This design comes from an exercise in tuning for a short achievable clock period and few clock cycles per item on the open sky130 flow, not from production work.
In this exercise RTL edits were held to simulation tests only and were not proved equivalent to the original.
Power is estimated from default activity; no workload was simulated.

## dma_ahb_s4ch4
module dma_ahb_s4ch4 (
    input  logic                       i_hclk,
    input  logic                       i_rst_n,
    input  logic                       i_s_hsel,
    input  logic [dma_pkg::DATA_W-1:0] i_s_haddr,
    input  logic                       i_s_hwrite,
    input  logic [1:0]                 i_s_htrans,
    input  logic                       i_s_hready,
    input  logic [dma_pkg::DATA_W-1:0] i_s_hwdata,
    output logic                       o_s_hreadyout,
    output logic                       o_s_hresp,
    output logic [dma_pkg::DATA_W-1:0] o_s_hrdata,
    output logic [dma_pkg::DATA_W-1:0] o_m_haddr,
    output logic                       o_m_hwrite,
    output logic [1:0]                 o_m_htrans,
    output logic [2:0]                 o_m_hsize,
    output logic [dma_pkg::DATA_W-1:0] o_m_hwdata,
    input  logic                       i_m_hready,
    input  logic                       i_m_hresp,
    input  logic [dma_pkg::DATA_W-1:0] i_m_hrdata,
    input  logic [dma_pkg::NUM_STREAMS*dma_pkg::REQ_LINES-1:0] i_req,
    output logic [dma_pkg::NUM_STREAMS-1:0] o_interrupt
);
clock: 7.5 ns
lec_check: 0
abc_clock_period_in_ps: 2500
cap_margin: 20
core_margin: 2
core_utilization: 50
place_density: 0.65
setup_slack_margin: 5
slew_margin: 20
tns_end_percent: 100
run.sh (not shown) runs the stock make flow with config.mk's settings and CLKGATE_MAP_FILE= SYNTH_SCRIPT=/design/flow/synth_recipe.tcl, a recipe that flattens the netlist after the stock synthesis.
Testbench counts at the start, summed over its fixed seeds: cycles 46,926, words 14,473.
Change:
--- a/flow/design.v
+++ b/flow/design.v
@@ -286,25 +286,25 @@
         grp[s] = rval[{2'(s), i_s_haddr[3:2]}];
     end
     rmux1 = '0;
     if (i_s_hsel && i_s_htrans[1] && !i_s_hwrite) begin
         if (i_s_haddr[7:0] == dma_pkg::REG_ISR) begin
             rmux1 = rval[NR-1];
         end else if (i_s_haddr[7:6] == 2'b00 && i_s_haddr[1:0] == 2'b00) begin
             rmux1 = grp[i_s_haddr[5:4]];
         end
     end
 end
 always_ff @(posedge i_hclk) begin
-    rdata_q <= i_s_hready ? rmux1 : (dph_rd ? rdata_q : '0);
+    rdata_q <= (i_s_hready ? rmux1 : '0) | (rdata_q & {DW{!i_s_hready && dph_rd}});
 end
 assign o_s_hreadyout = 1'b1;
 assign o_s_hresp     = 1'b0;
 assign o_s_hrdata    = rdata_q;
 logic [NS-1:0][NS-1:0] hp;
 logic [NS-1:0]         pre;
 logic [NS-1:0]         rs;
 logic [NS-1:0]         el;
 logic [NS-1:0]         w;       
 logic [NS-1:0]         p;       
 logic [NS-1:0]         hp_cur;
 logic [NS-1:0]         act;     
Result:
- worst setup slack gets better by 260 ps
- wire length rose by 1.2%
- sequential cell count is unchanged
- utilization increases by 0.42 points
- power shrinks by 17%
- non-clock buffer count rises by 44
- clock power went up by about 1%
Testbench counts after the change, summed over its fixed seeds: cycles 46,926, words 14,473.

--- another note on this design; it stands on its own ---

Setup of the baseline:
// dma_ahb_s4ch4
module dma_ahb_s4ch4 (
    input  logic                       i_hclk,
    input  logic                       i_rst_n,
    input  logic                       i_s_hsel,
    input  logic [dma_pkg::DATA_W-1:0] i_s_haddr,
    input  logic                       i_s_hwrite,
    input  logic [1:0]                 i_s_htrans,
    input  logic                       i_s_hready,
    input  logic [dma_pkg::DATA_W-1:0] i_s_hwdata,
    output logic                       o_s_hreadyout,
    output logic                       o_s_hresp,
    output logic [dma_pkg::DATA_W-1:0] o_s_hrdata,
    output logic [dma_pkg::DATA_W-1:0] o_m_haddr,
    output logic                       o_m_hwrite,
    output logic [1:0]                 o_m_htrans,
    output logic [2:0]                 o_m_hsize,
    output logic [dma_pkg::DATA_W-1:0] o_m_hwdata,
    input  logic                       i_m_hready,
    input  logic                       i_m_hresp,
    input  logic [dma_pkg::DATA_W-1:0] i_m_hrdata,
    input  logic [dma_pkg::NUM_STREAMS*dma_pkg::REQ_LINES-1:0] i_req,
    output logic [dma_pkg::NUM_STREAMS-1:0] o_interrupt
);
Size in the first run: about 6500 cells after synthesis, about 800 flip-flops, about 56000 um^2 of cells after synthesis.
==> flow/config.mk <==
export PLATFORM = sky130hd
export DESIGN_NAME = dma_ahb_s4ch4
export DESIGN_NICKNAME = dma_ahb_s4ch4
export VERILOG_FILES = /design/flow/design.v
export SDC_FILE = /design/flow/constraint.sdc
export NUM_CORES = 4
export LEC_CHECK = 0
export CAP_MARGIN = 20
export CORE_MARGIN = 2
export CORE_UTILIZATION = 45
export PLACE_DENSITY = 0.62
export SETUP_SLACK_MARGIN = 5
export SLEW_MARGIN = 20
export TNS_END_PERCENT = 100
==> flow/constraint.sdc <==
create_clock -name core_clock -period 7.5 [get_ports {i_hclk}]
set_input_delay 1.5000 -clock core_clock [delete_from_list [all_inputs] [get_ports {i_hclk}]]
set_output_delay 1.5000 -clock core_clock [all_outputs]
set_load 0.01 [all_outputs]
run.sh (not shown) runs the stock make flow with config.mk's settings and CLKGATE_MAP_FILE= SYNTH_SCRIPT=/design/flow/synth_recipe.tcl, a recipe that flattens the netlist after the stock synthesis.
Per the final summary, the baseline finished and its layout is clean on timing, DRC and antenna.
Testbench counts of the baseline, summed over its fixed seeds: cycles 46,926, words 14,473.
> inputs changed (the baseline -> the candidate)
- ABC_CLOCK_PERIOD_IN_PS: unset -> 2500
- PLACE_DENSITY: 0.62 -> 0.65
- CORE_UTILIZATION: 45 -> 50
Notes after the runs:
- The total wirelength of the detailed-routed design on the baseline is in line with that on the candidate.
- Looking at starting utilization of the core area across the baseline and the candidate, the one that comes out lower is the baseline.
- From the baseline to the candidate the numbers moved as follows: aggregate global-route resource usage increased 4.4 points, met2 capacity usage during global routing rose by 4.2 points, maximum number of pins on one net before global-route repair went down 12%.

* * *

rev 12:
Another version of the RTL of dma_ahb_s4ch4 (not shown whole).
Size: about 4,300 cells after synthesis, roughly 590 flip-flops, about 230 I/O pins, about 0.038 mm^2 of cells after synthesis.
Settings: LEC_CHECK=0, CAP_MARGIN=20, CORE_MARGIN=2, CORE_UTILIZATION=40, PLACE_DENSITY=0.6, SLEW_MARGIN=20; clock period 7.5 ns.
Rev 12 | stages: all done | timing, DRC, antenna: all pass
Testbench counts of rev 12, summed over its fixed seeds: cycles 46,983, words 14,473.
What rev 13 does differently from rev 12 at the input level:
- putting ABC_CLOCK_PERIOD_IN_PS at 2500 where nothing was set
- putting SETUP_SLACK_MARGIN at 5 where nothing was set
- putting TNS_END_PERCENT at 100 where nothing was set
### Flow results
Diff rev 12 -> rev 13 | power | up by more than 10%. When the final numbers for rev 13 and rev 12 were put side by side, the clock power share turned out to be greater in rev 12. Rev 13 against rev 12: total combinational power saw an increase; count of clock-buffer cells in the layout saw an increase; final weighted congestion in routability-driven placement saw an increase. Rev 13 ended up with a higher final non-filler cell total than rev 12 did. Rev 13: sequential share of cell area lower than rev 12. Compared with rev 12, in rev 13 worst hold slack shows an increase of 0.016 ns; relative slew slack shows an increase of 0.65 points; met2 routing resource usage after global routing shows an increase of 6.6 points.

-- re-timing with driven ports --
How much do the figures lean on ideal ports? The routed layouts below were timed once more, with nothing changed but the port constraints. Step 1 sets driving cells, clkbuf_16 on the clock port and buf_2 on the other inputs (assumed; they add their load-dependent delay and slew). Step 2 moves the port delays by t, midway between the first and last clock arrival at a register: inputs arrive t later, outputs are due t later. That takes back most of the time a late clock gives input paths. Slacks: no drivers / after step 1 / after step 2; pairs: no drivers / after step 1.
run	shift t [ns]	slack for setup (ns)	worst setup path after step 2	latest minus earliest clock arrival (ns)	worst data-port slew with drivers (ns)
the first run of note 1	0.798	4.471 / 4.394 / 3.990	input to register	0.041 / 0.040	0.38
the second run of note 1	0.802	4.730 / 4.465 / 3.662	input to register	0.043 / 0.043	0.54
the baseline	0.809	4.717 / 4.537 / 3.728	input to register	0.042 / 0.042	0.35
the candidate	0.794	4.715 / 4.502 / 3.708	input to register	0.028 / 0.028	0.49
rev 12	0.704	2.417 / 2.453 / 1.749	input to register	0.035 / 0.035	0.09
rev 13	0.699	3.962 / 3.904 / 3.205	input to register	0.030 / 0.030	0.20
After both steps every run listed still meets setup and hold. For the second run of note 1, which loses most, drivers alone change the setup slack by -0.265 ns; drivers and shift together by -1.068 ns.
